From an optimization exercise on the open Yosys and OpenROAD flow, aimed at small area, a short achievable clock period and few clock cycles per item; shortcuts taken in it are not production practice. Where RTL was checked, it was by simulation tests only, not by an equivalence proof against the original. Function not checked in run 6: the RTL went through the layout flow alone. Power is estimated from default activity; no workload was simulated.

## flow/design.v (module list and top-level ports; edited modules follow where they fit)
// module conv_mac: 3411 lines
// module cm_fa: 11 lines
// module cm_pp: 12 lines
// module cm_ppn: 12 lines
// module cm_ha: 10 lines
// module cnn_pool: 302 lines
module cnn_pool
#(
    parameter int IMG_DIM = cnn_geom_pkg::DEF_IMG_DIM
)
(
    input  logic     clk,
    input  logic     reset,
    input  logic     i_start,
    input  wb_bus_pkg::wb_addr_t i_src_base,
    input  wb_bus_pkg::wb_addr_t i_dst_base,
    input  wb_bus_pkg::wb_data_t i_rd_dat,
    input  logic     i_rd_ack,
    input  logic     i_wr_ack,
    output logic     o_rd_cyc,
    output logic     o_rd_stb,
    output wb_bus_pkg::wb_addr_t o_rd_adr,
    output logic     o_wr_cyc,
    output logic     o_wr_stb,
    output logic     o_wr_we,
    output wb_bus_pkg::wb_addr_t o_wr_adr,
    output wb_bus_pkg::wb_data_t o_wr_dat,
    output logic     o_busy,
    output logic     o_done
);
  // ...
==> flow/run.sh <==
#!/bin/bash
# synth_recipe.tcl (not shown) runs the flow's synth.tcl, then flattens the netlist and writes it again
# the make line also repeats each setting of config.mk as NAME=value (left out here)
make -C /OpenROAD-flow-scripts/flow DESIGN_CONFIG=/design/flow/config.mk WORK_HOME=/design/flow/orfs CLKGATE_MAP_FILE= SYNTH_SCRIPT=/design/flow/synth_recipe.tcl finish
==> flow/config.mk <==
export PLATFORM = sky130hd
export DESIGN_NAME = cnn_pool
export DESIGN_NICKNAME = cnn_pool
export VERILOG_FILES = /design/flow/design.v
export SDC_FILE = /design/flow/constraint.sdc
export NUM_CORES = 4
export LEC_CHECK = 0
export ABC_CLOCK_PERIOD_IN_PS = 3000
export CAP_MARGIN = 20
export CORE_MARGIN = 2
export CORE_UTILIZATION = 40
export SETUP_SLACK_MARGIN = 5
export SLEW_MARGIN = 20
export SYNTH_HIERARCHICAL = 1
export SYNTH_MINIMUM_KEEP_SIZE = 0
==> flow/constraint.sdc <==
create_clock -name core_clock -period 9.0 [get_ports {clk}]
set_input_delay 1.8000 -clock core_clock [delete_from_list [all_inputs] [get_ports {clk}]]
set_output_delay 1.8000 -clock core_clock [all_outputs]
set_load 0.01 [all_outputs]
==> run_results.csv, run 1 <==
group,metric,value,unit
run_status,status,"no timing/DRC/antenna violations",
layout,final_core_util,45.00,%
setup_path,cp-end-kind,"output port",
setup_path,critPathBufInv,2,
placed_design,port_buffers,99,
sta,skew,0.03316,ns
layout,final-clk-cell-share,5.388,%
sta,slew_headroom,29.47,%
detailed_routing,firstDrtPassIters,6,
logic_synthesis,yosys-top-cells-area,"fa_1 (32%), edfxtp_1 (29%), dfxtp_1 (15%)",
layout,buffers,109,
layout,areaGrowthSynthToFinish,11.32,%
clock_network,htreeDepth,2,
detailed_routing,route.met3.wl,5541,microns
clock_network,cts_hold_buf,0,
logic_synthesis,synth-edff-count,328,
setup_path,slowest_delay,0.63,ns
layout,top_register,"lbuf",
power,p_clk,2.56,mW
logic_synthesis,avgSynthCellArea,12.97,sq um
detailed_routing,drt_wl_total,89490,microns
detailed_routing,drc,0,
power,top_power_group,"sequential cells",
detailed_routing,wl_met1,36610,microns
layout,final_cell_mix,"nand2_1 (547), fa_1 (547), edfxtp_1 (328)",
layout,fin_area,38430,sq um
clock_network,cts_buffers,61,
logic_synthesis,yosys-top-cells-count,"fa_1 (547), nand2_1 (547), edfxtp_1 (328), dfxtp_1 (255), nor2_1 (120)",
worst_hold_path,hold_start,"u_mac.cut1_q[3]$_DFF_P_",
clock_network,clk_root_buffer_cell,"clkbuf_16",
sta,tns,0,ns
worst_hold_path,whs_endpoint,"u_mac.cut2_q[3]$_DFF_P_",
power,p_leak,12.65,nW
global_routing,grt_use_met2,33.84,%
clock_network,clk_pin_slew,0.06,ns
sta,fin_crit_sh,41.67,%
sta,drv_slew,0,
power,vdd_drop_max,0.2097,mV
placed_design,gp_congestion,0.9385,
detailed_routing,highest_layer,"met4",
Testbench counts, summed over its fixed seeds: cycles 8,640, jobs 96.
==> run 2: changes to the inputs <==
--- a/flow/config.mk
+++ b/flow/config.mk
@@ -7,3 +7,2 @@
 export LEC_CHECK = 0
-export ABC_CLOCK_PERIOD_IN_PS = 3000
 export CAP_MARGIN = 20
==> run_results.csv, run 2 <==
group,metric,value,unit
run_status,status,"no timing/DRC/antenna violations",
detailed_routing,ant_nets,0,
sta,drv_slew,0,
clock_network,cts_hold_buf,0,
setup_path,worstSetupPathType,"reg2out",
floorplan,num_io_pins,108,
logic_synthesis,synth_top_cell_by_area,"fa_1",
placed_design,gp_congestion,0.9385,
floorplan,dieHeight,297.8,microns
clock_network,clk_pin_slew,0.06,ns
setup_path,cp.required,7.20,ns
clock_network,clk_root_buffer_cell,"clkbuf_16",
detailed_routing,drt_first_iter_violations,1654,
global_routing,grt_overflow_total,0,
power,vdd_drop_max,0.2097,mV
layout,areaGrowthSynthToFinish,11.32,%
layout,fin_nets,3336,
logic_synthesis,postSynthCellCount,2662,
sta,fin_crit,3.750,ns
sta,fin_crit_sh,41.67,%
logic_synthesis,synth_seq_cells,583,
detailed_routing,drt_wl_total,89490,microns
placed_design,port_buffers,99,
sta,tightest_slew,1.055,ns
sta,slew_headroom,29.47,%
global_routing,globalRouteTotalUtil,20.56,%
logic_synthesis,muxShareOfSynthArea,2.413,%
global_routing,grt_max_degree,68,
floorplan,dieArea,88680,sq um
layout,num-fill-cells,7723,
detailed_routing,drc,0,
logic_synthesis,synth_top_family_by_area,"adder cells",
layout,final_layout_size_suffix_gt1_share,6.310,%
sta,rsz0062_at_grt,"false",
setup_path,ff2ff_path_depth,9,
layout,multiInputGateArea,18550,sq um
logic_synthesis,yosysSeqAreaShare,43.31,%
sta,holdWs,0.3207,ns
logic_synthesis,synth_fa_ha_area_share,34.58,%
clock_network,htreeDepth,2,
floorplan,die_width,297.8,microns
logic_synthesis,yosysTopAreaCellShare,31.72,%
layout,antenna-diode-count,0,
setup_path,critPathMaxFanout,67,
logic_synthesis,synth-edff-count,328,
layout,top_register,"lbuf",
logic_synthesis,synth_compound_area_share,2.515,%
logic_synthesis,ys_warn_count,10,
power,p_per_area,241.2,nW/um^2
job,cap_violations,0,
setup_path,cp-end-kind,"output port",
sta,timing.fmax,0.2667,GHz
floorplan,start_util,40.42,%
clock_network,cts_max_path_buffers,3,
clock_network,cts_tree,"yes",
detailed_routing,via_per_inst,5.194,
power,fin_total_pwr,9.270,mW
logic_synthesis,syn_area,34530,sq um
sta,tns,0,ns
clock_network,clk_latency,0.63,ns
logic_synthesis,ys_async_sr_fraction,0,%
layout,largest_reg_flops,144,
clock_network,cts_buffers,61,
logic_synthesis,avgSynthCellArea,12.97,sq um
floorplan,placementRows,107,
placed_design,post-dp-hpwl,73240,microns
logic_synthesis,synth-xor-area-share,2.080,%
global_routing,antenna_found_initial,2,
power,p_leak,12.65,nW
setup_path,arrival,1.95,ns
worst_hold_path,hold_depth,0,
logic_synthesis,synth-simple-area-share,11.99,%
layout,top_regs,"lbuf x144, u_mac.cut1_q x125, wgt x72",
logic_synthesis,yosys-top-cells-area,"fa_1 (32%), edfxtp_1 (29%), dfxtp_1 (15%)",
setup_path,r2r_slack,5.29,ns
sta,report.final.hold_viol_count,0,
detailed_routing,wire_per_inst,23.22,microns
detailed_routing,vias,20020,
sta,skew,0.03316,ns
logic_synthesis,yosys-top-cells-count,"fa_1 (547), nand2_1 (547), edfxtp_1 (328), dfxtp_1 (255), nor2_1 (120)",
worst_hold_path,hp-class,"reg2reg",
global_routing,grt_pass1_vias,21680,
detailed_routing,firstDrtPassIters,6,
logic_synthesis,ys.flop_type,"edfxtp_1",
floorplan,core,85410,sq um
layout,seqCellArea,14960,sq um
sta,setup_violations,0,
setup_path,start_kind,"register",
logic_synthesis,ys_types,67,
layout,final_cell_mix,"nand2_1 (547), fa_1 (547), edfxtp_1 (328)",
global_routing,grt_pass1_wl,136800,microns
clock_network,cts_sinks,583,
## run 2: cell counts after synthesis
Identical to the previous run, type by type.
## run 2: area by class of cell
class                           count  share of cell area (%)
Sequential cell                   583                   38.92
Inverter                           93                  0.9083
Clock inverter                     31                  0.6901
Tap cell                         1144                   3.724
Multi-Input combinational cell   1809                   48.27
Clock buffer                       85                   4.698
Timing Repair Buffer              109                   2.793
## run 2: worst paths after layout
kind                      startpoint                       to
min          u_mac.cut1_q[3]$_DFF_P_  u_mac.cut2_q[3]$_DFF_P_
max reg2reg         s_ctr[1]$_DFF_P_     pmax[0][9]$_DFFE_PP_
max              o_busy$_SDFFE_PP0P_                   o_busy
min reg2reg  u_mac.cut1_q[3]$_DFF_P_  u_mac.cut2_q[3]$_DFF_P_
## run 2: power by group
| group | switching [mW] | internal (mW) |
|---|---|---|
| clock network | 1.07 | 1.49 |
| logic | 1.86 | 1.45 |
| registers | 0.186 | 3.21 |
| total | 3.12 | 6.15 |
## run 2: layer usage
| metal | up-vias | part of all wire, % | routed length (microns) | GRT usage (%) |
|---|---|---|---|---|
| li1 | 8691 | - | - | - |
| met1 | 10460 | 41 | 36610 | 27.67 |
| met2 | 720 | 49 | 43460 | 33.84 |
| met3 | 143 | 6.2 | 5541 | 2.837 |
| met4 | 0 | 4.3 | 3876 | 8.148 |
| met5 | - | 0 | 0 | 0 |
## run 2: stage by stage
stage	setup slack [ns]	util (%)	instances	area, sq um
after floorplan	5.132	-	2668	34550
after global placement	4.900	42.56	3738	36350
after detailed placement	4.830	42.56	3738	36350
after CTS	5.031	44.98	3854	38420
after global routing	5.083	45.00	3854	38430
final	5.250	45.00	3854	38430
## run 2: cells by family (layout without fill, tap and decap cells)
group,count (synthesis),count (layout)
AND/OR/NAND/NOR,929,929
adder cells (fa/ha/maj),626,626
flip-flops,583,583
buffers and inverters,276,318
AO/OA/AOI/OAI,122,122
XOR/XNOR,82,82
multiplexers,43,43
other,1,7
## run 2: worst max-delay path: stages (launching register included)
cell and delay, ns:
dfxtp_2 0.32, buf_6 0.37, clkdlybuf4s50_1 0.63
## run 2: Yosys stat by module (local to each module, per instance)
module	area, sq um	copies in the design	flops+latches	cells
cm_ha	12.51	21	0	1
conv_mac	7883	1	168	1133
cnn_pool	15450	1	415	962
cm_fa	20.02	546	0	1
## run 2: timing repair
action	4_1_cts	5_1_grt
buffers inserted	0	0
resized for setup	1	2
endpoints found under the setup margin	16	58
==> run 3: changes to the inputs <==
==> flow/flow/run.sh (new file) <==
#!/bin/bash
set -euo pipefail
SETUP_MARGIN=${SETUP_MARGIN:-6}
bash standard.sh \
    "BUFFER_PORTS_ARGS=-buffer_cell sky130_fd_sc_hd__buf_2" \
    "SETUP_SLACK_MARGIN=${SETUP_MARGIN}" \
    finish > flow_make.log 2>&1
==> flow/standard.sh (new file) <==
#!/bin/bash
# synth_recipe.tcl (not shown) runs the flow's synth.tcl, then flattens the netlist and writes it again
# the make line also repeats each setting of config.mk as NAME=value (left out here)
make -C /OpenROAD-flow-scripts/flow DESIGN_CONFIG=/design/flow/config.mk WORK_HOME=/design/flow/orfs CLKGATE_MAP_FILE= SYNTH_SCRIPT=/design/flow/synth_recipe.tcl "${@:-finish}"
removed: flow/run.sh
==> run_results.csv, run 3 <==
group,metric,value,unit
layout,largest_reg_flops,144,
detailed_routing,wire_per_inst,23.57,microns
sta,skew,0.02206,ns
sta,setup_violations,0,
placed_design,dpl_worst_slack,5.174,ns
clock_network,cts_max_path_buffers,3,
placed_design,post-dp-hpwl,72620,microns
clock_network,clk_pin_slew,0.06,ns
global_routing,grt_max_degree,70,
logic_synthesis,ys_types,67,
setup_path,cp-end-kind,"register",
global_routing,grt_pass1_wl,140300,microns
floorplan,dieHeight,297.8,microns
clock_network,cts_tree,"yes",
setup_path,arrival,3.57,ns
detailed_routing,vias,20900,
placed_design,gp_congestion,0.9259,
detailed_routing,via_per_inst,5.224,
logic_synthesis,ys_warn_count,10,
sta,fin_crit_sh,34.30,%
sta,tightest_slew,0.8917,ns
logic_synthesis,synth_seq_cells,583,
layout,top_register,"lbuf",
layout,final_cell_mix,"nand2_1 (540), fa_1 (465), edfxtp_1 (328)",
setup_path,start_kind,"register",
logic_synthesis,postSynthCellCount,2662,
logic_synthesis,syn_area,34530,sq um
floorplan,dieArea,88680,sq um
logic_synthesis,yosysTopAreaCellShare,31.72,%
layout,final_common_cell,"nand2_1",
global_routing,antenna_found_initial,3,
sta,fin_ws,5.913,ns
logic_synthesis,synth_top_cell_by_area,"fa_1",
job,cap_violations,0,
logic_synthesis,avgSynthCellArea,12.97,sq um
sta,timing.fmax,0.3239,GHz
sta,drv_slew,0,
logic_synthesis,yosysSeqAreaShare,43.31,%
global_routing,grt_pass1_vias,22290,
setup_path,worstSetupPathType,"reg2reg",
logic_synthesis,ys_async_sr_fraction,0,%
detailed_routing,drc,0,
run_status,status,"no timing/DRC/antenna violations",
floorplan,placementRows,107,
power,vdd_drop_max,0.2208,mV
detailed_routing,drt_first_iter_violations,1764,
setup_path,critPathMaxFanout,6,
layout,antenna-diode-count,0,
placed_design,dp.cells,3739,
sta,tns,0,ns
layout,final_layout_size_suffix_gt1_share,21.74,%
detailed_routing,ant_nets,0,
logic_synthesis,ys.flop_type,"edfxtp_1",
logic_synthesis,yosys-top-cells-count,"fa_1 (547), nand2_1 (547), edfxtp_1 (328), dfxtp_1 (255), nor2_1 (120)",
sta,rsz0062_at_grt,"true",
global_routing,globalRouteTotalUtil,21.21,%
clock_network,htreeDepth,3,
layout,fin_nets,3482,
layout,top_regs,"lbuf x144, u_mac.cut1_q x125, wgt x72",
layout,fin_cells,4001,
logic_synthesis,synth-edff-count,328,
power,p_per_area,240.0,nW/um^2
floorplan,core,85410,sq um
sta,report.final.hold_viol_count,0,
clock_network,clk_latency,0.62,ns
placed_design,port_buffers,99,
clock_network,cts_hold_buf,0,
sta,slew_headroom,40.55,%
worst_hold_path,hp-class,"reg2reg",
clock_network,clk_root_buffer_cell,"clkbuf_16",
setup_path,cp.required,9.49,ns
floorplan,start_util,40.42,%
sta,fin_crit,3.087,ns
logic_synthesis,yosys-top-cells-area,"fa_1 (32%), edfxtp_1 (29%), dfxtp_1 (15%)",
floorplan,die_width,297.8,microns
clock_network,cts_sinks,583,
global_routing,grt_overflow_total,0,
detailed_routing,firstDrtPassIters,7,
power,p_leak,13.79,nW
layout,areaGrowthSynthToFinish,17.25,%
clock_network,cts_buffers,66,
detailed_routing,drt_wl_total,94320,microns
floorplan,num_io_pins,108,
[run 3: cell counts after synthesis]
Identical to the previous run, type by type.
[run 3: per-module statistics from Yosys, one instance, submodules excluded]
module / cells / flip-flops and latches / cell area [sq um]
cm_ha: 1 / 0 / 12.51
cm_fa: 1 / 0 / 20.02
cnn_pool: 962 / 415 / 15450
conv_mac: 1133 / 168 / 7883
[run 3: timing repair]
| item | 4_1_cts | 5_1_grt |
|---|---|---|
| resized for setup | 241 | 122 |
| setup endpoints to repair | 287 | 246 |
| setup buffers | 84 | 47 |
| gates cloned | 4 | 5 |
| pin swaps | 51 | 102 |
[run 3: kinds of logic after synthesis]
logic type                 share of synthesized area, %
AOI/OAI and AO/OA                                 2.515
xor gates and xnor gates                          2.080
adders and majority gates                         34.58
buffers and inverters                             3.095
DFF                                               43.31
muxes                                             2.413
other                                           0.01086
and+or+nand+nor                                   11.99
[run 3: worst max-delay path: stages (launching register included)]
cell	delay, ns
dfxtp_4	0.39
buf_12	0.13
and2_4	0.21
buf_4	0.13
nand2_2	0.05
fa_1	0.57
fa_2	0.48
fa_2	0.57
fa_1	0.42
[run 3: metrics by stage]
step                hold WS (ns)  util (%)  instance area (sq um)  power [mW]
CTS                       0.3270     46.29                  39530       9.789
floorplan                 0.3096         -                  34600       5.608
finish                    0.3241     47.40                  40480       9.718
global placement          0.3139     42.00                  35880       6.675
global route              0.3283     47.40                  40480       10.35
detailed placement        0.3147     42.01                  35880       6.754
[run 3: area by class of cell]
class / instances / area [sq um]
flip-flops and latches: 583 / 15040
inverters: 93 / 349.1
clock inverters: 38 / 535.5
repair buffers: 248 / 2121
well taps: 1144 / 1431
clock buffers: 84 / 1854
multi-input cells: 1811 / 19150
fillers: 7565 / 44930
[run 3: per-layer routing]
layer	up-vias	GRT usage, %	wire [microns]
li1	8980	-	-
met3	193	3.683	6678
met4	0	9.727	4776
met1	10860	27.89	37290
met2	875	34.45	45580
met5	-	0	0
[run 3: worst paths after layout]
kind | startpoint | endpoint | slack, ns | cells past startpoint
min reg2reg | u_mac.cut1_q[8]$_DFF_P_ | u_mac.cut2_q[6]$_DFF_P_ | 0.32 | 0
max reg2reg | msk[1]$_SDFF_PP1_ | u_mac.cut1_q[54]$_DFF_P_ | 5.91 | 8
min | u_mac.cut1_q[8]$_DFF_P_ | u_mac.cut2_q[6]$_DFF_P_ | 0.32 | 0
max | msk[1]$_SDFF_PP1_ | u_mac.cut1_q[54]$_DFF_P_ | 5.91 | 8
[run 3: report_power, final]
part	internal [mW]	total, mW	switching (mW)
Sequential	3.21	3.38	0.169
Clock	1.75	2.93	1.18
Combinational	1.51	3.41	1.91
Total	6.47	9.72	3.25
==> module cnn_pool, before the edit <==
module cnn_pool
#(
    parameter int IMG_DIM = cnn_geom_pkg::DEF_IMG_DIM
)
(
    input  logic     clk,
    input  logic     reset,
    input  logic     i_start,
    input  wb_bus_pkg::wb_addr_t i_src_base,
    input  wb_bus_pkg::wb_addr_t i_dst_base,
    input  wb_bus_pkg::wb_data_t i_rd_dat,
    input  logic     i_rd_ack,
    input  logic     i_wr_ack,
    output logic     o_rd_cyc,
    output logic     o_rd_stb,
    output wb_bus_pkg::wb_addr_t o_rd_adr,
    output logic     o_wr_cyc,
    output logic     o_wr_stb,
    output logic     o_wr_we,
    output wb_bus_pkg::wb_addr_t o_wr_adr,
    output wb_bus_pkg::wb_data_t o_wr_dat,
    output logic     o_busy,
    output logic     o_done
);
    localparam int NTAP = cnn_geom_pkg::KERNEL_TAPS;
    localparam int LB   = 18;                 
    logic        job_go;
    logic        clr;
    logic        rd_take;
    logic        wr_take;
    logic [6:0]  rq;                          
    logic [6:0]  rq_eval;
    logic [5:0]  rq_ctr;                      
    logic [4:0]  rq_need;
    logic        rq_ok;
    logic [7:0]  d_in;
    logic        v_in;
    logic [6:0]  wc;                          
    logic [7:0]  wgt [NTAP];
    logic [7:0]  lbuf [LB];
    logic [6:0]  stp;                         
    logic [6:0]  stp_nxt;
    logic        step;
    logic        shift;
    logic [NTAP-1:0]   msk;                   
    logic [NTAP-1:0]   msk_nxt;
    logic [8*NTAP-1:0] win_w;
    logic [8*NTAP-1:0] win_p;
    logic        t_val;
    logic [5:0]  t_ctr;
    logic        u_val;
    logic [5:0]  u_ctr;
    cnn_geom_pkg::acc_t sum;
    logic        s_val;
    logic [5:0]  s_ctr;
    cnn_geom_pkg::acc_t s_sum;
    logic [15:0] clip;
    logic [15:0] pmax [4];
    logic [15:0] pm_cur;
    logic        s_gt;
    logic [4:0]  n_done;                      
    logic [4:0]  n_taken;                     
    assign job_go  = i_start && !o_busy;
    assign clr     = reset || o_done;
    assign rd_take = o_rd_stb && i_rd_ack;
    assign wr_take = o_wr_stb && i_wr_ack;
    assign o_rd_cyc = o_rd_stb;
    assign o_wr_cyc = o_wr_stb;
    assign o_wr_we  = o_wr_stb;
    always_ff @(posedge clk)
    begin
        if (reset)
        begin
            o_busy <= 1'b0;
        end
        else if (job_go)
        begin
            o_busy <= 1'b1;
        end
        else if (o_done)
        begin
            o_busy <= 1'b0;
        end
    end
    assign rq_eval = o_rd_stb ? rq + 7'd1 : rq;
    assign rq_ctr  = 6'(rq_eval - 7'd18);
    assign rq_need = {1'b0, rq_ctr[5:4] - 2'd1, rq_ctr[2:1]} + 5'd1;
    assign rq_ok   = (rq_eval < 7'd34) || rq_ctr[3] || (n_taken >= rq_need);
    always_ff @(posedge clk)
    begin
        if (reset)
        begin
            o_rd_stb <= 1'b0;
        end
        else if (job_go)
        begin
            o_rd_stb <= 1'b1;
        end
        else if (o_rd_stb)
        begin
            if (i_rd_ack)
            begin
                o_rd_stb <= (rq != 7'd72) && rq_ok;
            end
        end
        else if (o_busy && rq <= 7'd72)
        begin
            o_rd_stb <= rq_ok;
        end
    end
    always_ff @(posedge clk)
    begin
        if (clr)
        begin
            rq <= '0;
        end
        else if (rd_take)
        begin
            rq <= rq + 7'd1;
        end
    end
    always_ff @(posedge clk)
    begin
        if (!o_busy)
        begin
            o_rd_adr <= i_src_base;
        end
        else if (rd_take)
        begin
            o_rd_adr <= o_rd_adr + 16'd1;
        end
    end
    always_ff @(posedge clk)
    begin
        d_in <= i_rd_dat[7:0];
        if (reset)
        begin
            v_in <= 1'b0;
        end
        else
        begin
            v_in <= rd_take;
        end
    end
    assign step    = (v_in && wc >= 7'd18) || (wc == 7'd73 && stp != 7'd64);
    assign shift   = (v_in && wc >= 7'd9) || step;
    assign stp_nxt = step ? stp + 7'd1 : stp;
    always_ff @(posedge clk)
    begin
        if (clr)
        begin
            wc <= '0;
        end
        else if (v_in)
        begin
            wc <= wc + 7'd1;
        end
        if (clr)
        begin
            stp <= '0;
            msk <= 9'b000_011_011;            
        end
        else
        begin
            stp <= stp_nxt;
            msk <= msk_nxt;
        end
    end
    always_comb
    begin
        logic top, bot, lft, rgt;
        top = (stp_nxt[5:3] == 3'd0);
        bot = (stp_nxt[5:3] == 3'd7);
        lft = (stp_nxt[2:0] == 3'd0);
        rgt = (stp_nxt[2:0] == 3'd7);
        msk_nxt = {!(bot || rgt), !bot, !(bot || lft),
                   !rgt,          1'b1, !lft,
                   !(top || rgt), !top, !(top || lft)};
    end
    always_ff @(posedge clk)
    begin
        for (int k = 0; k < NTAP; k++)
        begin
            if (v_in && wc == 7'(k))
            begin
                wgt[k] <= d_in;
            end
        end
        if (shift)
        begin
            lbuf[0] <= d_in;
            for (int k = 1; k < LB; k++)
            begin
                lbuf[k] <= lbuf[k-1];
            end
        end
    end
    always_comb
    begin
        for (int k = 0; k < NTAP; k++)
        begin
            win_w[8*k +: 8] = wgt[k];
        end
        win_p = {d_in, lbuf[0], lbuf[1], lbuf[7], lbuf[8], lbuf[9], lbuf[15], lbuf[16], lbuf[17]};
    end
    conv_mac u_mac (
        .clk   (clk),
        .i_w   (win_w),
        .i_p   (win_p),
        .i_m   (msk),
        .o_sum (sum)
    );
    always_ff @(posedge clk)
    begin
        if (clr)
        begin
            t_val <= 1'b0;
            u_val <= 1'b0;
            s_val <= 1'b0;
        end
        else
        begin
            t_val <= step;
            u_val <= t_val;
            s_val <= u_val;
        end
        t_ctr <= stp[5:0];
        u_ctr <= t_ctr;
        s_ctr <= u_ctr;
        s_sum <= sum;
    end
    assign clip   = s_sum[19] ? 16'd0 : (|s_sum[18:16]) ? 16'hffff : s_sum[15:0];
    assign pm_cur = pmax[s_ctr[2:1]];
    assign s_gt   = !s_sum[19] && ((|s_sum[18:16]) || (s_sum[15:0] > pm_cur));
    always_ff @(posedge clk)
    begin
        if (s_val)
        begin
            if ((!s_ctr[3] && !s_ctr[0]) || s_gt)
            begin
                pmax[s_ctr[2:1]] <= clip;
            end
        end
    end
    always_ff @(posedge clk)
    begin
        if (clr)
        begin
            n_done <= '0;
        end
        else if (s_val && s_ctr[3] && s_ctr[0])
        begin
            n_done <= n_done + 5'd1;
        end
    end
    always_ff @(posedge clk)
    begin
        if (reset)
        begin
            o_wr_stb <= 1'b0;
            o_done   <= 1'b0;
        end
        else
        begin
            o_done <= wr_take && (n_taken == 5'd16);
            if ((!o_wr_stb || i_wr_ack) && (n_done != n_taken))
            begin
                o_wr_stb <= 1'b1;
            end
            else if (i_wr_ack)
            begin
                o_wr_stb <= 1'b0;
            end
        end
    end
    always_ff @(posedge clk)
    begin
        if (clr)
        begin
            n_taken <= '0;
        end
        else if ((!o_wr_stb || i_wr_ack) && (n_done != n_taken))
        begin
            n_taken <= n_taken + 5'd1;
        end
    end
    always_ff @(posedge clk)
    begin
        if ((!o_wr_stb || i_wr_ack) && (n_done != n_taken))
        begin
            o_wr_dat <= pmax[n_taken[1:0]];
        end
        if (!o_busy)
        begin
            o_wr_adr <= i_dst_base;
        end
        else if (wr_take)
        begin
            o_wr_adr <= o_wr_adr + 16'd1;
        end
    end
endmodule
==> run 4: changes to the inputs <==
--- a/flow/design.v
+++ b/flow/design.v
@@ -3498,2 +3498,3 @@
     logic        job_go;
+    logic        idle;                        
     logic        clr;
@@ -3502,5 +3503,3 @@
     logic [6:0]  rq;                          
-    logic [6:0]  rq_eval;
-    logic [5:0]  rq_ctr;                      
-    logic [4:0]  rq_need;
+    logic [6:0]  rq_lim;                      
     logic        rq_ok;
@@ -3516,2 +3515,5 @@
     logic [NTAP-1:0]   msk;                   
+    logic        ph9;                         
+    logic        ph18;                        
+    logic        fl;                          
     logic [NTAP-1:0]   msk_nxt;
@@ -3531,4 +3533,9 @@
     logic        s_gt;
+    logic        upd;
+    logic [15:0] run_nxt;
     logic [4:0]  n_done;                      
     logic [4:0]  n_taken;                     
+    logic        fin_now;
+    logic        avail;
+    logic        wr_load;
     assign job_go  = i_start && !o_busy;
@@ -3545,2 +3552,3 @@
             o_busy <= 1'b0;
+            idle   <= 1'b1;
         end
@@ -3549,2 +3557,3 @@
             o_busy <= 1'b1;
+            idle   <= 1'b0;
         end
@@ -3553,8 +3562,8 @@
             o_busy <= 1'b0;
+            idle   <= 1'b1;
         end
     end
-    assign rq_eval = o_rd_stb ? rq + 7'd1 : rq;
-    assign rq_ctr  = 6'(rq_eval - 7'd18);
-    assign rq_need = {1'b0, rq_ctr[5:4] - 2'd1, rq_ctr[2:1]} + 5'd1;
-    assign rq_ok   = (rq_eval < 7'd34) || rq_ctr[3] || (n_taken >= rq_need);
+    assign rq_lim  = (n_taken >= 5'd12) ? 7'd127
+                   : 7'd33 + {1'b0, n_taken[3:2], 4'd0} + {4'd0, n_taken[1:0], 1'b0};
+    assign rq_ok   = o_rd_stb ? (rq < rq_lim) : (rq <= rq_lim);
     always_ff @(posedge clk)
@@ -3594,3 +3603,3 @@
     begin
-        if (!o_busy)
+        if (idle)
         begin
@@ -3615,4 +3624,4 @@
     end
-    assign step    = (v_in && wc >= 7'd18) || (wc == 7'd73 && stp != 7'd64);
-    assign shift   = (v_in && wc >= 7'd9) || step;
+    assign step    = (v_in && ph18) || fl;
+    assign shift   = (v_in && ph9) || fl;
     assign stp_nxt = step ? stp + 7'd1 : stp;
@@ -3622,7 +3631,29 @@
         begin
-            wc <= '0;
+            wc   <= '0;
+            ph9  <= 1'b0;
+            ph18 <= 1'b0;
+            fl   <= 1'b0;
         end
-        else if (v_in)
+        else
         begin
-            wc <= wc + 7'd1;
+            if (v_in)
+            begin
+                wc <= wc + 7'd1;
+                if (wc == 7'd8)
+                begin
+                    ph9 <= 1'b1;
+                end
+                if (wc == 7'd17)
+                begin
+                    ph18 <= 1'b1;
+                end
+            end
+            if (v_in && wc == 7'd72)
+            begin
+                fl <= 1'b1;
+            end
+            else if (stp == 7'd63)
+            begin
+                fl <= 1'b0;
+            end
         end
@@ -3705,10 +3736,9 @@
     assign s_gt   = !s_sum[19] && ((|s_sum[18:16]) || (s_sum[15:0] > pm_cur));
+    assign upd     = (!s_ctr[3] && !s_ctr[0]) || s_gt;
+    assign run_nxt = upd ? clip : pm_cur;
     always_ff @(posedge clk)
     begin
-        if (s_val)
+        if (s_val && upd)
         begin
-            if ((!s_ctr[3] && !s_ctr[0]) || s_gt)
-            begin
-                pmax[s_ctr[2:1]] <= clip;
-            end
+            pmax[s_ctr[2:1]] <= clip;
         end
@@ -3721,3 +3751,3 @@
         end
-        else if (s_val && s_ctr[3] && s_ctr[0])
+        else if (fin_now)
         begin
@@ -3726,2 +3756,5 @@
     end
+    assign fin_now = s_val && s_ctr[3] && s_ctr[0];
+    assign avail   = (n_done != n_taken);
+    assign wr_load = (!o_wr_stb || i_wr_ack) && (avail || fin_now);
     always_ff @(posedge clk)
@@ -3736,3 +3769,3 @@
             o_done <= wr_take && (n_taken == 5'd16);
-            if ((!o_wr_stb || i_wr_ack) && (n_done != n_taken))
+            if (wr_load)
             begin
@@ -3752,3 +3785,3 @@
         end
-        else if ((!o_wr_stb || i_wr_ack) && (n_done != n_taken))
+        else if (wr_load)
         begin
@@ -3759,7 +3792,7 @@
     begin
-        if ((!o_wr_stb || i_wr_ack) && (n_done != n_taken))
+        if (wr_load)
         begin
-            o_wr_dat <= pmax[n_taken[1:0]];
+            o_wr_dat <= avail ? pmax[n_taken[1:0]] : run_nxt;
         end
-        if (!o_busy)
+        if (idle)
         begin
--- a/flow/config.mk
+++ b/flow/config.mk
@@ -9,3 +9,3 @@
 export CORE_MARGIN = 2
-export CORE_UTILIZATION = 40
+export CORE_UTILIZATION = 55
 export SETUP_SLACK_MARGIN = 5
==> run_results.csv, run 4 <==
group,metric,value,unit
run_status,status,"no timing/DRC/antenna violations",
logic_synthesis,yosysTopAreaCellShare,31.19,%
setup_path,start_kind,"register",
sta,drv_slew,0,
sta,slew_headroom,31.86,%
sta,skew,0.02527,ns
setup_path,slowest_delay,0.53,ns
sta,setup_violations,0,
clock_network,clk_pin_slew,0.06,ns
power,fin_total_pwr,9.658,mW
setup_path,arrival,3.96,ns
clock_network,cts_hold_buf,0,
setup_path,ff2ff_path_depth,14,
setup_path,cp-end-kind,"register",
layout,final_layout_size_suffix_gt1_share,25.68,%
detailed_routing,firstDrtPassIters,5,
floorplan,placementRows,92,
layout,fin_area,41020,sq um
power,p_leak,14.04,nW
layout,largest_reg_flops,144,
detailed_routing,wl_met1,39340,microns
logic_synthesis,ys_async_sr_fraction,0,%
layout,top_regs,"lbuf x144, u_mac.cut1_q x125, wgt x72",
logic_synthesis,synth_seq_cells,589,
sta,fin_ws,5.511,ns
detailed_routing,highest_layer,"met5",
power,seq_power_share,35.6,%
logic_synthesis,syn_area,35110,sq um
sta,tns,0,ns
global_routing,grt_pass1_vias,23130,
power,pwr-share-clk,27.2,%
sta,fin_crit,3.489,ns
placed_design,dp.cells,3512,
power,comb_power_share,37.2,%
placed_design,port_buffers,99,
clock_network,clk_latency,0.64,ns
layout,fin_cells,3805,
floorplan,die_width,256.7,microns
detailed_routing,drt_wl_total,101000,microns
power,p_per_area,235.5,nW/um^2
global_routing,grt_max_degree,62,
clock_network,cts_buffers,60,
job,cap_violations,0,
setup_path,rr_endpoint,"o_wr_dat[15]$_DFFE_PP_",
floorplan,dieHeight,256.7,microns
logic_synthesis,synth-edff-count,328,
sta,rsz0062_at_grt,"true",
power,internal_power,6.348,mW
layout,areaGrowthSynthToFinish,16.84,%
setup_path,cp.required,9.47,ns
logic_synthesis,ys_types,78,
placed_design,post-dp-hpwl,76410,microns
clock_network,htreeDepth,2,
placed_design,place_area,36130,sq um
setup_path,worstSetupPathType,"reg2reg",
layout,final_cell_mix,"nand2_1 (558), fa_1 (413), edfxtp_1 (328)",
detailed_routing,vias,21930,
power,netSwitchingFraction,34.27,%
setup_path,cp_common_cell,"buf_12",
logic_synthesis,yosysSeqAreaShare,42.94,%
sta,fin_crit_sh,38.76,%
logic_synthesis,yosys-top-cells-count,"nand2_1 (585), fa_1 (547), edfxtp_1 (328), dfxtp_1 (261), clkbuf_1 (109)",
layout,final_common_cell,"nand2_1",
global_routing,globalRouteTotalUtil,31.10,%
sta,tightest_slew,1.018,ns
setup_path,r2r_start,"s_ctr[2]$_DFF_P_",
placed_design,gp_congestion,0.9324,
placed_design,dpl_worst_slack,4.379,ns
logic_synthesis,avgSynthCellArea,12.81,sq um
logic_synthesis,ys.flop_type,"edfxtp_1",
worst_hold_path,hp-class,"reg2reg",
detailed_routing,wire_per_inst,26.55,microns
power,switching_power,3.310,mW
sta,timing.fmax,0.2866,GHz
clock_network,cts_sinks,589,
detailed_routing,dr_wl_met2,48070,microns
power,vdd_drop_max,0.2059,mV
layout,antenna-diode-count,0,
sta,report.final.hold_viol_count,0,
floorplan,start_util,55.65,%
clock_network,cts_tree,"yes",
logic_synthesis,ys_warn_count,10,
detailed_routing,route.met3.wl,6836,microns
global_routing,grt_overflow_total,0,
worst_hold_path,whs_endpoint,"u_mac.cut2_q[2]$_DFF_P_",
logic_synthesis,synth_top_cell_by_area,"fa_1",
setup_path,critPathMaxFanout,6,
global_routing,grt_pass1_wl,149100,microns
detailed_routing,ant_nets,0,
setup_path,r2r_slack,5.51,ns
setup_path,crit_slowest_cell,"or4_4",
detailed_routing,via_per_inst,5.763,
worst_hold_path,hold_depth,0,
detailed_routing,drt_first_iter_violations,1872,
clock_network,cts_max_path_buffers,3,
logic_synthesis,yosysMostFrequentCell,"nand2_1",
floorplan,dieArea,65870,sq um
worst_hold_path,hold_start,"u_mac.cut1_q[2]$_DFF_P_",
logic_synthesis,postSynthCellCount,2740,
layout,fin_nets,3583,
layout,top_register,"lbuf",
floorplan,core,63080,sq um
detailed_routing,drc,0,
global_routing,antenna_found_initial,6,
floorplan,num_io_pins,108,
logic_synthesis,yosys-top-cells-area,"fa_1 (31%), edfxtp_1 (28%), dfxtp_1 (15%)",
setup_path,crit_chain,"buf_12 > buf_16 > buf_8 > mux2_4 > o21ai_4 > ha_4 > nor2b_1 > o211ai_1 > a21boi_4 > or4_4 > buf_4 > buf_12 > a211oi_2 > o32a_1",
clock_network,clk_root_buffer_cell,"clkbuf_16",
-- run 4: worst max path at each step --
stage | from | end | slack, ns | depth (start not counted)
2_1_floorplan | s_ctr[2]$_DFF_P_ | pmax[0][0]$_DFFE_PP_ | 5.61 | 11
3_3_place_gp | s_ctr[2]$_DFF_P_ | pmax[3][10]$_DFFE_PP_ | 4.39 | 9
3_5_place_dp | s_ctr[2]$_DFF_P_ | pmax[3][10]$_DFFE_PP_ | 4.38 | 9
4_1_cts | s_ctr[2]$_DFF_P_ | pmax[2][0]$_DFFE_PP_ | 5.56 | 14
5_1_grt | s_ctr[2]$_DFF_P_ | pmax[1][1]$_DFFE_PP_ | 5.43 | 13
6_report | s_ctr[2]$_DFF_P_ | o_wr_dat[15]$_DFFE_PP_ | 5.51 | 14
-- run 4: layout make-up --
class	count	area (sq um)
flip-flops and latches	589	15150
clock buffers	73	1654
inverters	75	281.5
multi-input cells	1889	19940
fillers	4742	22060
well taps	846	1059
repair buffers	292	2495
clock inverters	41	440.4
-- run 4: critical path, delay by kind of cell (launching register included) --
kind | cells | cell delay, ns
and+or+nand+nor | 2 | 0.65
DFF | 1 | 0.41
muxes | 1 | 0.32
AOI/OAI and AO/OA | 5 | 0.99
adders and majority gates | 1 | 0.23
buffers and inverters | 5 | 0.72
-- run 4: layer usage --
metal | GRT usage, % | up-vias
met2 | 50.80 | 964
met3 | 5.486 | 255
met4 | 16.55 | 4
met1 | 39.94 | 11340
li1 | - | 9361
met5 | 0 | -
-- run 4: cell families (layout without fill, tap and decap cells) --
logic type | after synthesis | after routing | share of synthesized area [%]
DFF | 589 | 589 | 42.94
other | 1 | 7 | 0.01068
adders and majority gates | 623 | 623 | 33.90
xor gates and xnor gates | 68 | 68 | 1.696
muxes | 55 | 55 | 2.284
AOI/OAI and AO/OA | 192 | 192 | 3.977
buffers and inverters | 268 | 481 | 3.208
and+or+nand+nor | 944 | 944 | 11.99
-- run 4: modules after synthesis, one instance, submodules excluded --
module	area, sq um	copies in the design
conv_mac	7883	1
cnn_pool	16030	1
cm_ha	12.51	21
cm_fa	20.02	546
-- run 4: power groups by stage --
stage | clock network [mW] | logic [mW] | registers (mW)
after global placement | 0 | 3.31 | 3.51
after CTS | 2.67 | 3.52 | 3.44
after detailed placement | 0 | 3.38 | 3.52
final | 2.63 | 3.59 | 3.44
after floorplan | 0 | 2.34 | 3.45
after global routing | 2.78 | 4.01 | 3.47
-- run 4: per-stage QoR --
step                      hold WS [ns]  utilization, %
after floorplan                 0.3096               -
after global placement          0.3120           57.27
after detailed placement        0.3121           57.27
after CTS                       0.3252           63.21
after global routing            0.3338           65.03
final                           0.3248           65.03
-- run 4: what timing repair did --
action	in CTS	in global routing
pin swaps	74	139
endpoints found under the setup margin	240	229
setup buffers	120	55
gates resized for setup	275	174
cloned	2	2
Testbench counts of run 4, summed over its fixed seeds: cycles 8,544, jobs 96.
==> run 5: changes to the inputs <==
--- a/flow/config.mk
+++ b/flow/config.mk
@@ -9,3 +9,3 @@
 export CORE_MARGIN = 2
-export CORE_UTILIZATION = 55
+export CORE_UTILIZATION = 40
 export SETUP_SLACK_MARGIN = 5
==> run_results.csv, run 5 <==
group,metric,value,unit
floorplan,die_width,300.3,microns
sta,setup_violations,0,
layout,top_regs,"lbuf x144, u_mac.cut1_q x125, wgt x72",
logic_synthesis,yosys-top-cells-count,"nand2_1 (585), fa_1 (547), edfxtp_1 (328), dfxtp_1 (261), clkbuf_1 (109)",
layout,num-fill-cells,7556,
detailed_routing,vias,22000,
floorplan,num_io_pins,108,
layout,final_common_cell,"nand2_1",
global_routing,globalRouteTotalUtil,22.56,%
sta,rsz0062_at_grt,"true",
placed_design,dp.cells,3818,
logic_synthesis,synth_seq_cells,589,
layout,top_register,"lbuf",
setup_path,arrival,3.86,ns
setup_path,slowest_delay,0.50,ns
logic_synthesis,yosysSeqAreaShare,42.94,%
global_routing,grt_overflow_total,0,
global_routing,antenna_found_initial,5,
detailed_routing,drc,0,
detailed_routing,firstDrtPassIters,5,
global_routing,grt_max_degree,80,
sta,drv_slew,0,
clock_network,cts_buffers,68,
setup_path,start_kind,"register",
sta,tightest_slew,1.037,ns
logic_synthesis,yosysMostFrequentCell,"nand2_1",
clock_network,cts_tree,"yes",
layout,final_layout_size_suffix_gt1_share,24.66,%
global_routing,grt_pass1_wl,149700,microns
logic_synthesis,synth-edff-count,328,
setup_path,crit_slowest_cell,"or4_4",
floorplan,core,86890,sq um
clock_network,clk_latency,0.62,ns
floorplan,placementRows,108,
layout,areaGrowthSynthToFinish,19.92,%
logic_synthesis,ys.flop_type,"edfxtp_1",
worst_hold_path,hp-class,"reg2reg",
sta,slew_headroom,30.36,%
setup_path,ff2ff_path_depth,15,
detailed_routing,ant_nets,0,
sta,skew,0.03880,ns
logic_synthesis,ys_types,78,
power,p_leak,14.43,nW
detailed_routing,via_per_inst,5.302,
floorplan,start_util,40.41,%
placed_design,post-dp-hpwl,76560,microns
setup_path,crit_chain,"buf_12 > buf_16 > mux2i_1 > nand2_1 > o21ai_4 > ha_4 > nand4_1 > nor3_1 > or4_4 > or4_4 > buf_4 > buf_6 > buf_12 > a211oi_2 > o32a_1",
clock_network,clk_root_buffer_cell,"clkbuf_16",
logic_synthesis,postSynthCellCount,2740,
logic_synthesis,avgSynthCellArea,12.81,sq um
detailed_routing,drt_wl_total,101400,microns
detailed_routing,wire_per_inst,24.44,microns
layout,multiInputGateArea,19860,sq um
layout,seqCellArea,15140,sq um
setup_path,cp-end-kind,"register",
layout,final_core_util,48.45,%
power,p_per_area,235.9,nW/um^2
clock_network,cts_max_path_buffers,3,
logic_synthesis,ys_async_sr_fraction,0,%
setup_path,rr_endpoint,"o_wr_dat[0]$_DFFE_PP_",
setup_path,r2r_start,"s_ctr[2]$_DFF_P_",
worst_hold_path,hold_start,"u_mac.cut1_q[2]$_DFF_P_",
sta,tns,0,ns
global_routing,grt_pass1_vias,23380,
clock_network,clk_pin_slew,0.06,ns
logic_synthesis,yosys-top-cells-area,"fa_1 (31%), edfxtp_1 (28%), dfxtp_1 (15%)",
floorplan,dieArea,90150,sq um
sta,fin_crit_sh,37.91,%
job,cap_violations,0,
logic_synthesis,syn_area,35110,sq um
worst_hold_path,hold_depth,0,
setup_path,cp.required,9.45,ns
placed_design,port_buffers,99,
logic_synthesis,synth_top_cell_by_area,"fa_1",
sta,fin_crit,3.412,ns
run_status,status,"no timing/DRC/antenna violations",
setup_path,worstSetupPathType,"reg2reg",
sta,holdWs,0.3233,ns
layout,fin_nets,3616,
layout,final_cell_mix,"nand2_1 (558), fa_1 (455), edfxtp_1 (328)",
layout,fin_area,42100,sq um
clock_network,cts_sinks,589,
placed_design,place_area,36490,sq um
power,vdd_drop_max,0.2350,mV
floorplan,dieHeight,300.3,microns
logic_synthesis,ys_warn_count,10,
detailed_routing,drt_first_iter_violations,1910,
placed_design,gp_congestion,0.9365,
setup_path,critPathMaxFanout,9,
layout,fin_cells,4149,
sta,report.final.hold_viol_count,0,
logic_synthesis,yosysTopAreaCellShare,31.19,%
clock_network,htreeDepth,3,
sta,timing.fmax,0.2931,GHz
worst_hold_path,whs_endpoint,"u_mac.cut2_q[2]$_DFF_P_",
setup_path,r2r_slack,5.59,ns
layout,largest_reg_flops,144,
==> run 5: kinds of logic (layout without fill, tap and decap cells) <==
logic type	after synthesis	count (layout)	share of synthesized area, %
and+or+nand+nor	944	944	11.99
adders and majority gates	623	623	33.90
DFF	589	589	42.94
buffers and inverters	268	515	3.208
AOI/OAI and AO/OA	192	192	3.977
xor gates and xnor gates	68	68	1.696
muxes	55	55	2.284
other	1	8	0.01068
==> run 5: area by class of cell <==
| type | count | share of cell area [%] |
|---|---|---|
| clock inverter | 32 | 0.8381 |
| sequential | 589 | 35.97 |
| tap | 1155 | 3.433 |
| clock buffer | 91 | 4.690 |
| antenna | 1 | 0.005944 |
| inverter | 75 | 0.6687 |
| timing repair buffer | 317 | 7.222 |
| multi-input combinational | 1889 | 47.17 |
==> run 5: repair_timing <==
action | 4_1_cts | 5_1_grt
setup buffers | 127 | 74
gates resized for setup | 279 | 119
hold endpoints to repair | 0 | 0
endpoints found under the setup margin | 234 | 147
pin swaps | 104 | 116
hold buffers | 0 | 0
gates cloned | 3 | 2
==> run 5: how the worst max path moves through the flow <==
stage,startpoint,endpoint,slack [ns],cells past startpoint
6_report,s_ctr[2]$_DFF_P_,o_wr_dat[0]$_DFFE_PP_,5.59,15
5_1_grt,s_ctr[2]$_DFF_P_,pmax[1][12]$_DFFE_PP_,5.49,16
4_1_cts,s_ctr[2]$_DFF_P_,pmax[1][12]$_DFFE_PP_,5.54,15
3_5_place_dp,s_ctr[2]$_DFF_P_,pmax[0][12]$_DFFE_PP_,4.29,10
3_3_place_gp,s_ctr[2]$_DFF_P_,pmax[0][10]$_DFFE_PP_,4.34,10
2_1_floorplan,s_ctr[2]$_DFF_P_,pmax[0][0]$_DFFE_PP_,5.61,11
==> run 5: layer usage <==
metal  global-route usage [%]  wire length [microns]  vias to the layer above  share of wire [%]
li1                         -                      -                     9435                  -
met1                    29.28                  40450                    11450                 40
met2                    37.13                  48320                      908                 48
met3                    3.895                   7228                      203                7.1
met4                    10.24                   5382                        0                5.3
met5                        0                      0                        -                  0
==> run 5: through the flow <==
step / total power [mW] / setup slack (ns)
4_1_cts: 9.935 / 5.536
5_1_grt: 10.52 / 5.488
3_3_place_gp: 6.884 / 4.345
2_1_floorplan: 5.785 / 5.608
6_report: 9.931 / 5.588
3_5_place_dp: 6.949 / 4.285
==> run 5: power breakdown <==
group	internal [mW]	switching, mW	leakage (nW)	total (mW)
sequential	3.25	0.180	5.17	3.43
combinational	1.59	2.07	8.12	3.66
clock	1.70	1.14	1.14	2.84
total	6.55	3.39	14.4	9.93
==> run 5: worst max-delay path: cells and delay by family, from the launching register on <==
kind / cells / cell delay (ns)
AOI/OAI and AO/OA: 3 / 0.50
DFF: 1 / 0.40
muxes: 1 / 0.18
and+or+nand+nor: 5 / 1.30
adders and majority gates: 1 / 0.23
buffers and inverters: 5 / 0.66
==> run 5: modules after synthesis (local to each module, per instance) <==
module,cells inside,area [sq um],times used
cm_fa,1,20.02,546
conv_mac,1133,7883,1
cm_ha,1,12.51,21
cnn_pool,1040,16030,1
==> run 6: changes to the inputs <==
--- a/flow/design.v
+++ b/flow/design.v
@@ -3532,2 +3532,3 @@
     logic [15:0] pm_cur;
+    logic [3:0]  gt4;
     logic        s_gt;
@@ -3735,3 +3736,10 @@
     assign pm_cur = pmax[s_ctr[2:1]];
-    assign s_gt   = !s_sum[19] && ((|s_sum[18:16]) || (s_sum[15:0] > pm_cur));
+    always_comb
+    begin
+        for (int k = 0; k < 4; k++)
+        begin
+            gt4[k] = s_sum[15:0] > pmax[k];
+        end
+    end
+    assign s_gt   = !s_sum[19] && ((|s_sum[18:16]) || gt4[s_ctr[2:1]]);
     assign upd     = (!s_ctr[3] && !s_ctr[0]) || s_gt;
==> run_results.csv, run 6 <==
group,metric,value,unit
run_status,status,"no timing/DRC/antenna violations",
logic_synthesis,avgSynthCellArea,12.36,sq um
clock_network,cts_max_path_buffers,3,
setup_path,critPathBufInv,0,
worst_hold_path,hold_depth,0,
layout,fin_nets,3800,
setup_path,worstSetupPathType,"reg2reg",
logic_synthesis,synth_seq_cells,589,
clock_network,cts_sinks,589,
placed_design,place_area,37700,sq um
logic_synthesis,yosysTopAreaCellShare,30.12,%
setup_path,ff2ff_path_depth,6,
sta,slew_headroom,22.53,%
floorplan,core,90010,sq um
logic_synthesis,ys_async_sr_fraction,0,%
layout,seqCellArea,15160,sq um
floorplan,start_util,40.39,%
detailed_routing,drt_first_iter_violations,2140,
global_routing,globalRouteTotalUtil,21.31,%
placed_design,dpl_worst_slack,5.076,ns
sta,fin_crit,3.078,ns
clock_network,clk_root_buffer_cell,"clkbuf_16",
sta,timing.fmax,0.3249,GHz
layout,final_cell_mix,"nand2_1 (583), fa_1 (471), edfxtp_1 (328)",
detailed_routing,drc,0,
setup_path,slowest_delay,0.63,ns
layout,num-fill-cells,8048,
detailed_routing,via_per_inst,5.396,
worst_hold_path,hp-class,"reg2reg",
floorplan,die_width,305.5,microns
floorplan,placementRows,110,
sta,fin_crit_sh,34.20,%
placed_design,port_buffers,99,
clock_network,htreeDepth,3,
logic_synthesis,yosysMostFrequentCell,"nand2_1",
layout,final_common_cell,"nand2_1",
global_routing,grt_pass1_vias,24190,
setup_path,cp-end-kind,"register",
layout,fin_area,42150,sq um
layout,final_core_util,46.83,%
setup_path,crit_chain,"and2_4 > nand2_1 > fa_1 > fa_2 > fa_2 > fa_1",
logic_synthesis,synth-edff-count,328,
logic_synthesis,ys.flop_type,"edfxtp_1",
logic_synthesis,yosys-top-cells-area,"fa_1 (30%), edfxtp_1 (27%), dfxtp_1 (14%)",
setup_path,critPathMaxFanout,9,
power,p_leak,14.63,nW
layout,areaGrowthSynthToFinish,15.96,%
setup_path,arrival,3.54,ns
clock_network,cts_tree,"yes",
floorplan,num_io_pins,108,
sta,fin_ws,5.922,ns
setup_path,cp.required,9.46,ns
detailed_routing,wire_per_inst,23.07,microns
logic_synthesis,postSynthCellCount,2941,
layout,top_regs,"lbuf x144, u_mac.cut1_q x125, wgt x72",
job,cap_violations,0,
worst_hold_path,whs_endpoint,"u_ctr[3]$_DFF_P_",
global_routing,grt_pass1_wl,148900,microns
power,p_per_area,239.2,nW/um^2
setup_path,crit_slowest_cell,"fa_2",
logic_synthesis,ys_types,74,
setup_path,r2r_start,"msk[7]$_SDFF_PP0_",
detailed_routing,ant_nets,0,
logic_synthesis,ys_warn_count,10,
placed_design,post-dp-hpwl,75770,microns
logic_synthesis,yosysSeqAreaShare,41.47,%
power,fin_total_pwr,10.08,mW
clock_network,cts_buffers,66,
setup_path,cpLargestDelayFamily,"adder cells",
global_routing,grt_overflow_total,0,
floorplan,dieHeight,305.5,microns
detailed_routing,vias,23220,
worst_hold_path,hold_start,"t_ctr[3]$_DFF_P_",
clock_network,clk_pin_slew,0.06,ns
sta,drv_slew,0,
global_routing,grt_max_degree,54,
sta,tightest_slew,1.156,ns
floorplan,dieArea,93310,sq um
clock_network,clk_latency,0.63,ns
placed_design,gp_congestion,0.9247,
logic_synthesis,syn_area,36350,sq um
global_routing,antenna_found_initial,1,
sta,report.final.hold_viol_count,0,
power,vdd_drop_max,0.1728,mV
layout,final_layout_size_suffix_gt1_share,20.40,%
setup_path,start_kind,"register",
sta,tns,0,ns
sta,skew,0.03025,ns
logic_synthesis,synth_top_cell_by_area,"fa_1",
layout,largest_reg_flops,144,
setup_path,r2r_slack,5.92,ns
sta,rsz0062_at_grt,"true",
sta,setup_violations,0,
layout,antenna-diode-count,0,
clock_network,cts_hold_buf,0,
setup_path,rr_endpoint,"u_mac.cut1_q[42]$_DFF_P_",
logic_synthesis,yosys-top-cells-count,"nand2_1 (587), fa_1 (547), edfxtp_1 (328), dfxtp_1 (261), inv_1 (140)",
detailed_routing,drt_wl_total,99290,microns
layout,top_register,"lbuf",
layout,multiInputGateArea,20540,sq um
detailed_routing,firstDrtPassIters,5,
run 6: cell types whose count changed after synthesis, moves of 19 or more:
| cell | change |
|---|---|
| inv_1 | +65 |
| ha_1 | +48 |
| and2_1 | +28 |
| nor2_1 | +27 |
| a21oi_1 | +26 |
| nand4_1 | +26 |
| mux4_2 | +21 |
| mux2i_1 | -19 |
run 6: worst max path at each step:
| stage | start | to | cells after the start |
|---|---|---|---|
| final | msk[7]$_SDFF_PP0_ | u_mac.cut1_q[42]$_DFF_P_ | 6 |
| after global routing | msk[5]$_SDFF_PP0_ | u_mac.cut1_q[42]$_DFF_P_ | 7 |
| after CTS | o_wr_adr[5]$_DFFE_PP_ | o_wr_adr[5] | 1 |
| after detailed placement | s_sum[14]$_DFF_P_ | pmax[3][4]$_DFFE_PP_ | 9 |
| after global placement | s_sum[14]$_DFF_P_ | pmax[0][8]$_DFFE_PP_ | 9 |
| after floorplan | pmax[0][13]$_DFFE_PP_ | pmax[1][0]$_DFFE_PP_ | 10 |
run 6: layer usage:
metal  routed length [microns]  GRT usage, %  vias up
li1                          -             -     9976
met1                     39630         28.20    11960
met2                     46290         33.60     1037
met3                      7496         3.875      246
met4                      5882         11.15        0
met5                         0             0        -
run 6: area by class of cell:
cell class | count | area share, %
Clock inverter | 29 | 0.9943
Sequential cell | 589 | 35.96
Multi-Input combinational cell | 2018 | 48.74
Timing Repair Buffer | 261 | 5.090
Inverter | 140 | 1.247
Clock buffer | 91 | 4.482
Tap cell | 1176 | 3.491
run 6: power by group:
part | switching (mW) | leakage, nW | total, mW | internal [mW]
combinational | 2.18 | 8.33 | 3.78 | 1.60
clock | 1.15 | 1.13 | 2.82 | 1.67
sequential | 0.224 | 5.17 | 3.49 | 3.26
total | 3.55 | 14.6 | 10.1 | 6.54
run 6: worst reg2reg max path, stage by stage, from the launching register on:
cell and delay (ns):
dfxtp_4 0.42, and2_4 0.24, nand2_1 0.10, fa_1 0.59
fa_2 0.49, fa_2 0.63, fa_1 0.47
run 6: cell families (layout without fill, tap and decap cells):
kind of cell | Yosys count | after routing | synth area share [%]
multiplexers | 36 | 36 | 2.100
AND/OR/NAND/NOR | 1030 | 1030 | 12.84
AO/OA/AOI/OAI | 206 | 206 | 3.917
XOR/XNOR | 68 | 68 | 1.638
buffers and inverters | 340 | 521 | 3.635
flip-flops | 589 | 589 | 41.47
adder cells (fa/ha/maj) | 671 | 671 | 34.39
other | 1 | 7 | 0.01032
run 6: repair_timing:
action / CTS / global route
pin swaps: 56 / 52
gates cloned: 0 / 0
buffers inserted: 98 / 47
setup endpoints to repair: 235 / 185
gates resized for setup: 240 / 77
run 6: metrics by stage:
step	cells	hold slack (ns)
finish	4304	0.3082
floorplan	2947	0.3096
global route	4304	0.3217
detailed placement	4038	0.3121
CTS	4256	0.3110
global placement	4038	0.3106
run 6: Yosys stat by module (local to each module, per instance):
module	flops+latches	cells inside	copies in the design	area (sq um)
conv_mac	168	1131	1	7823
cm_fa	0	1	546	20.02
cm_ha	0	1	21	12.51
cnn_pool	421	1243	1	17340
==> run 7: changes to the inputs <==
--- a/flow/design.v
+++ b/flow/design.v
@@ -3535,3 +3535,2 @@
     logic        upd;
-    logic [15:0] run_nxt;
     logic [4:0]  n_done;                      
@@ -3745,3 +3744,2 @@
     assign upd     = (!s_ctr[3] && !s_ctr[0]) || s_gt;
-    assign run_nxt = upd ? clip : pm_cur;
     always_ff @(posedge clk)
@@ -3766,3 +3764,3 @@
     assign avail   = (n_done != n_taken);
-    assign wr_load = (!o_wr_stb || i_wr_ack) && (avail || fin_now);
+    assign wr_load = (!o_wr_stb || i_wr_ack) && avail;
     always_ff @(posedge clk)
@@ -3802,3 +3800,3 @@
         begin
-            o_wr_dat <= avail ? pmax[n_taken[1:0]] : run_nxt;
+            o_wr_dat <= pmax[n_taken[1:0]];
         end
==> run_results.csv, run 7 <==
group,metric,value,unit
layout,top_regs,"lbuf x144, u_mac.cut1_q x125, wgt x72",
layout,final_layout_size_suffix_gt1_share,19.95,%
power,seq_power_share,36.2,%
layout,num-fill-cells,7701,
setup_path,crit_start,"msk[1]$_SDFF_PP1_",
setup_path,critPathMaxFanout,7,
placed_design,gp_congestion,0.9398,
clock_network,cts_max_path_buffers,3,
power,internal_power,6.368,mW
logic_synthesis,postSynthCellCount,2789,
logic_synthesis,ys_async_sr_fraction,0,%
sta,setup_violations,0,
setup_path,arrival,3.54,ns
detailed_routing,drt_first_iter_violations,1996,
setup_path,cp.required,9.47,ns
clock_network,htreeDepth,3,
global_routing,grt_max_degree,82,
placed_design,dp.cells,3882,
detailed_routing,drt_wl_total,92880,microns
layout,largest_reg_flops,144,
detailed_routing,highest_layer,"met4",
layout,final_common_cell,"nand2_1",
logic_synthesis,avgSynthCellArea,12.57,sq um
placed_design,port_buffers,99,
clock_network,clk_latency,0.62,ns
floorplan,core,86750,sq um
placed_design,post-dp-hpwl,72630,microns
layout,areaGrowthSynthToFinish,15.71,%
sta,skew,0.03111,ns
detailed_routing,ant_nets,0,
clock_network,clk_root_buffer_cell,"clkbuf_16",
floorplan,die_width,300.0,microns
sta,fin_crit_sh,34.11,%
logic_synthesis,yosysTopAreaCellShare,31.24,%
global_routing,antenna_found_initial,3,
layout,fin_cells,4118,
global_routing,grt_overflow_total,0,
floorplan,num_io_pins,108,
layout,antenna-diode-count,0,
global_routing,grt_pass1_wl,139700,microns
sta,report.final.hold_viol_count,0,
detailed_routing,wl_met1,37470,microns
clock_network,cts_buffers,66,
layout,final_cell_mix,"nand2_1 (572), fa_1 (462), edfxtp_1 (328)",
setup_path,cpLargestDelayFamily,"adder cells",
layout,top_register,"lbuf",
run_status,status,"no timing/DRC/antenna violations",
power,switching_power,3.282,mW
setup_path,critPathBufInv,1,
power,pwr-share-clk,29.1,%
logic_synthesis,yosysMostFrequentCell,"nand2_1",
sta,slew_headroom,26.14,%
detailed_routing,via_per_inst,5.235,
detailed_routing,wire_per_inst,22.55,microns
setup_path,worstSetupPathType,"reg2reg",
logic_synthesis,yosys-top-cells-area,"fa_1 (31%), edfxtp_1 (28%), dfxtp_1 (15%)",
logic_synthesis,yosys-top-cells-count,"nand2_1 (584), fa_1 (547), edfxtp_1 (328), dfxtp_1 (259), inv_1 (144)",
detailed_routing,vias,21560,
floorplan,start_util,40.40,%
power,netSwitchingFraction,34.01,%
layout,final_core_util,46.75,%
power,p_leak,14.13,nW
logic_synthesis,synth_seq_cells,587,
logic_synthesis,synth-edff-count,328,
logic_synthesis,ys.flop_type,"edfxtp_1",
logic_synthesis,synth_top_cell_by_area,"fa_1",
floorplan,dieArea,90010,sq um
floorplan,dieHeight,300.0,microns
worst_hold_path,hp-class,"reg2reg",
setup_path,start_kind,"register",
clock_network,clk_pin_slew,0.06,ns
setup_path,crit_slowest_cell,"fa_2",
floorplan,placementRows,108,
sta,fin_crit,3.070,ns
sta,rsz0062_at_grt,"true",
logic_synthesis,yosysSeqAreaShare,42.90,%
setup_path,cp_common_cell,"fa_2",
setup_path,crit_chain,"buf_6 > and2_4 > nand2_2 > fa_2 > fa_1 > fa_2 > fa_2",
logic_synthesis,ys_warn_count,10,
sta,drv_slew,0,
detailed_routing,firstDrtPassIters,7,
detailed_routing,route.met3.wl,7536,microns
worst_hold_path,hold_start,"t_ctr[0]$_DFF_P_",
logic_synthesis,syn_area,35050,sq um
setup_path,cp-end-kind,"register",
clock_network,cts_sinks,587,
setup_path,r2r_start,"msk[1]$_SDFF_PP1_",
sta,tightest_slew,1.103,ns
layout,fin_nets,3634,
sta,timing.fmax,0.3258,GHz
job,cap_violations,0,
global_routing,globalRouteTotalUtil,20.84,%
sta,tns,0,ns
global_routing,grt_pass1_vias,22860,
detailed_routing,dr_wl_met2,43020,microns
power,vdd_drop_max,0.2403,mV
power,p_per_area,237.9,nW/um^2
clock_network,cts_tree,"yes",
power,comb_power_share,34.8,%
logic_synthesis,ys_types,67,
detailed_routing,drc,0,
clock_network,cts_hold_buf,0,
setup_path,slowest_delay,0.60,ns
==> run 7: cells by family (layout without fill, tap and decap cells) <==
| group | count (synthesis) | in the layout | share of synthesized area, % |
|---|---|---|---|
| muxes | 22 | 22 | 1.207 |
| xor gates and xnor gates | 68 | 68 | 1.699 |
| DFF | 587 | 587 | 42.90 |
| AOI/OAI and AO/OA | 156 | 156 | 2.735 |
| other | 1 | 7 | 0.01070 |
| buffers and inverters | 322 | 490 | 3.481 |
| and+or+nand+nor | 962 | 962 | 12.30 |
| adders and majority gates | 671 | 671 | 35.67 |
==> run 7: per-stage QoR <==
step / setup slack, ns / cell area [sq um] / total power [mW] / hold WS [ns]
final: 5.930 / 40560 / 9.650 / 0.3233
after floorplan: 5.377 / 35090 / 5.666 / 0.3096
after global placement: 5.168 / 36440 / 6.717 / 0.3120
after detailed placement: 5.497 / 36490 / 6.773 / 0.3121
after global routing: 5.888 / 40560 / 10.28 / 0.3296
after CTS: 5.903 / 39670 / 9.643 / 0.3249
==> run 7: repair_timing <==
action                     4_1_cts  5_1_grt
pin swaps                       61      100
gates resized for setup        208      115
buffers inserted                69       46
setup endpoints to repair      216      143
==> run 7: worst paths after layout <==
path / end / slack [ns] / depth (start not counted)
worst max-delay path: u_mac.cut1_q[42]$_DFF_P_ / 5.93 / 7
worst min-delay path: u_ctr[0]$_DFF_P_ / 0.32 / 0
worst max register to register: u_mac.cut1_q[42]$_DFF_P_ / 5.93 / 7
worst min register to register: u_ctr[0]$_DFF_P_ / 0.32 / 0
==> run 7: worst register-to-register path, cell delays in order, from the launching register on <==
cell and delay, ns:
dfxtp_4 0.41, buf_6 0.14, and2_4 0.22, nand2_2 0.09, fa_2 0.59, fa_1 0.44
fa_2 0.61, fa_2 0.44
==> run 7: routing by layer <==
layer	vias up	global-route usage, %
li1	9301	-
met1	11070	28.22
met2	1016	32.82
met3	176	3.642
met4	0	9.786
met5	-	0
==> run 7: power groups by stage <==
stage | Sequential [mW] | Combinational (mW) | Clock, mW
after floorplan | 3.48 | 2.19 | 0
after global placement | 3.54 | 3.17 | 0
after detailed placement | 3.56 | 3.22 | 0
after CTS | 3.48 | 3.30 | 2.86
after global routing | 3.52 | 3.79 | 2.97
final | 3.49 | 3.35 | 2.81
==> run 7: Yosys stat by module (local to each module, per instance) <==
module	flip-flops and latches	cells inside	area [sq um]	copies in the design
cnn_pool	419	1104	16150	1
conv_mac	168	1118	7707	1
cm_fa	0	1	20.02	546
cm_ha	0	1	12.51	21
==> run 7: final cells by class <==
| cell class | instances | area, sq um | area share [%] |
|---|---|---|---|
| multi-input combinational | 1886 | 19490 | 48.07 |
| inverter | 144 | 540.5 | 1.333 |
| tap | 1155 | 1445 | 3.563 |
| clock buffer | 89 | 1923 | 4.742 |
| sequential | 587 | 15100 | 37.24 |
| clock inverter | 32 | 369.1 | 0.9101 |
| timing repair buffer | 225 | 1682 | 4.146 |
Testbench counts of run 7, summed over its fixed seeds: cycles 8,640, jobs 96.

-- re-timing with driven ports --
How much do the figures lean on ideal ports? The routed layouts below were timed once more, with nothing changed but the port constraints. Step 1 sets driving cells, clkbuf_16 on the clock port and buf_2 on the other inputs (assumed; they add their load-dependent delay and slew). Step 2 also shifts input and output timing later by t, the mid clock arrival at the registers, as if the neighbouring blocks saw the same clock. Slacks: ideal ports / drivers / drivers and shift; pairs: ideal ports / drivers.
run	t (ns)	setup WS [ns]	worst hold slack (ns)	pins driven straight from the clock port
run 1	0.677	5.250 / 5.189 / 5.286	0.321 / 0.321 / 0.321	1
run 2	0.677	5.250 / 5.189 / 5.286	0.321 / 0.321 / 0.321	1
run 3	0.674	5.913 / 5.913 / 5.774	0.324 / 0.324 / 0.324	1
run 4	0.693	5.511 / 5.511 / 5.511	0.325 / 0.325 / 0.325	1
run 5	0.663	5.588 / 5.588 / 5.588	0.323 / 0.323 / 0.323	1
run 6	0.672	5.922 / 5.917 / 5.780	0.308 / 0.308 / 0.308	1
run 7	0.671	5.930 / 5.930 / 5.386	0.323 / 0.323 / 0.323	1
After both steps setup and hold are still met in every run listed. The setup slack of run 7, which loses most, moves by 0.000 ns with the drivers and by -0.544 ns with both steps.
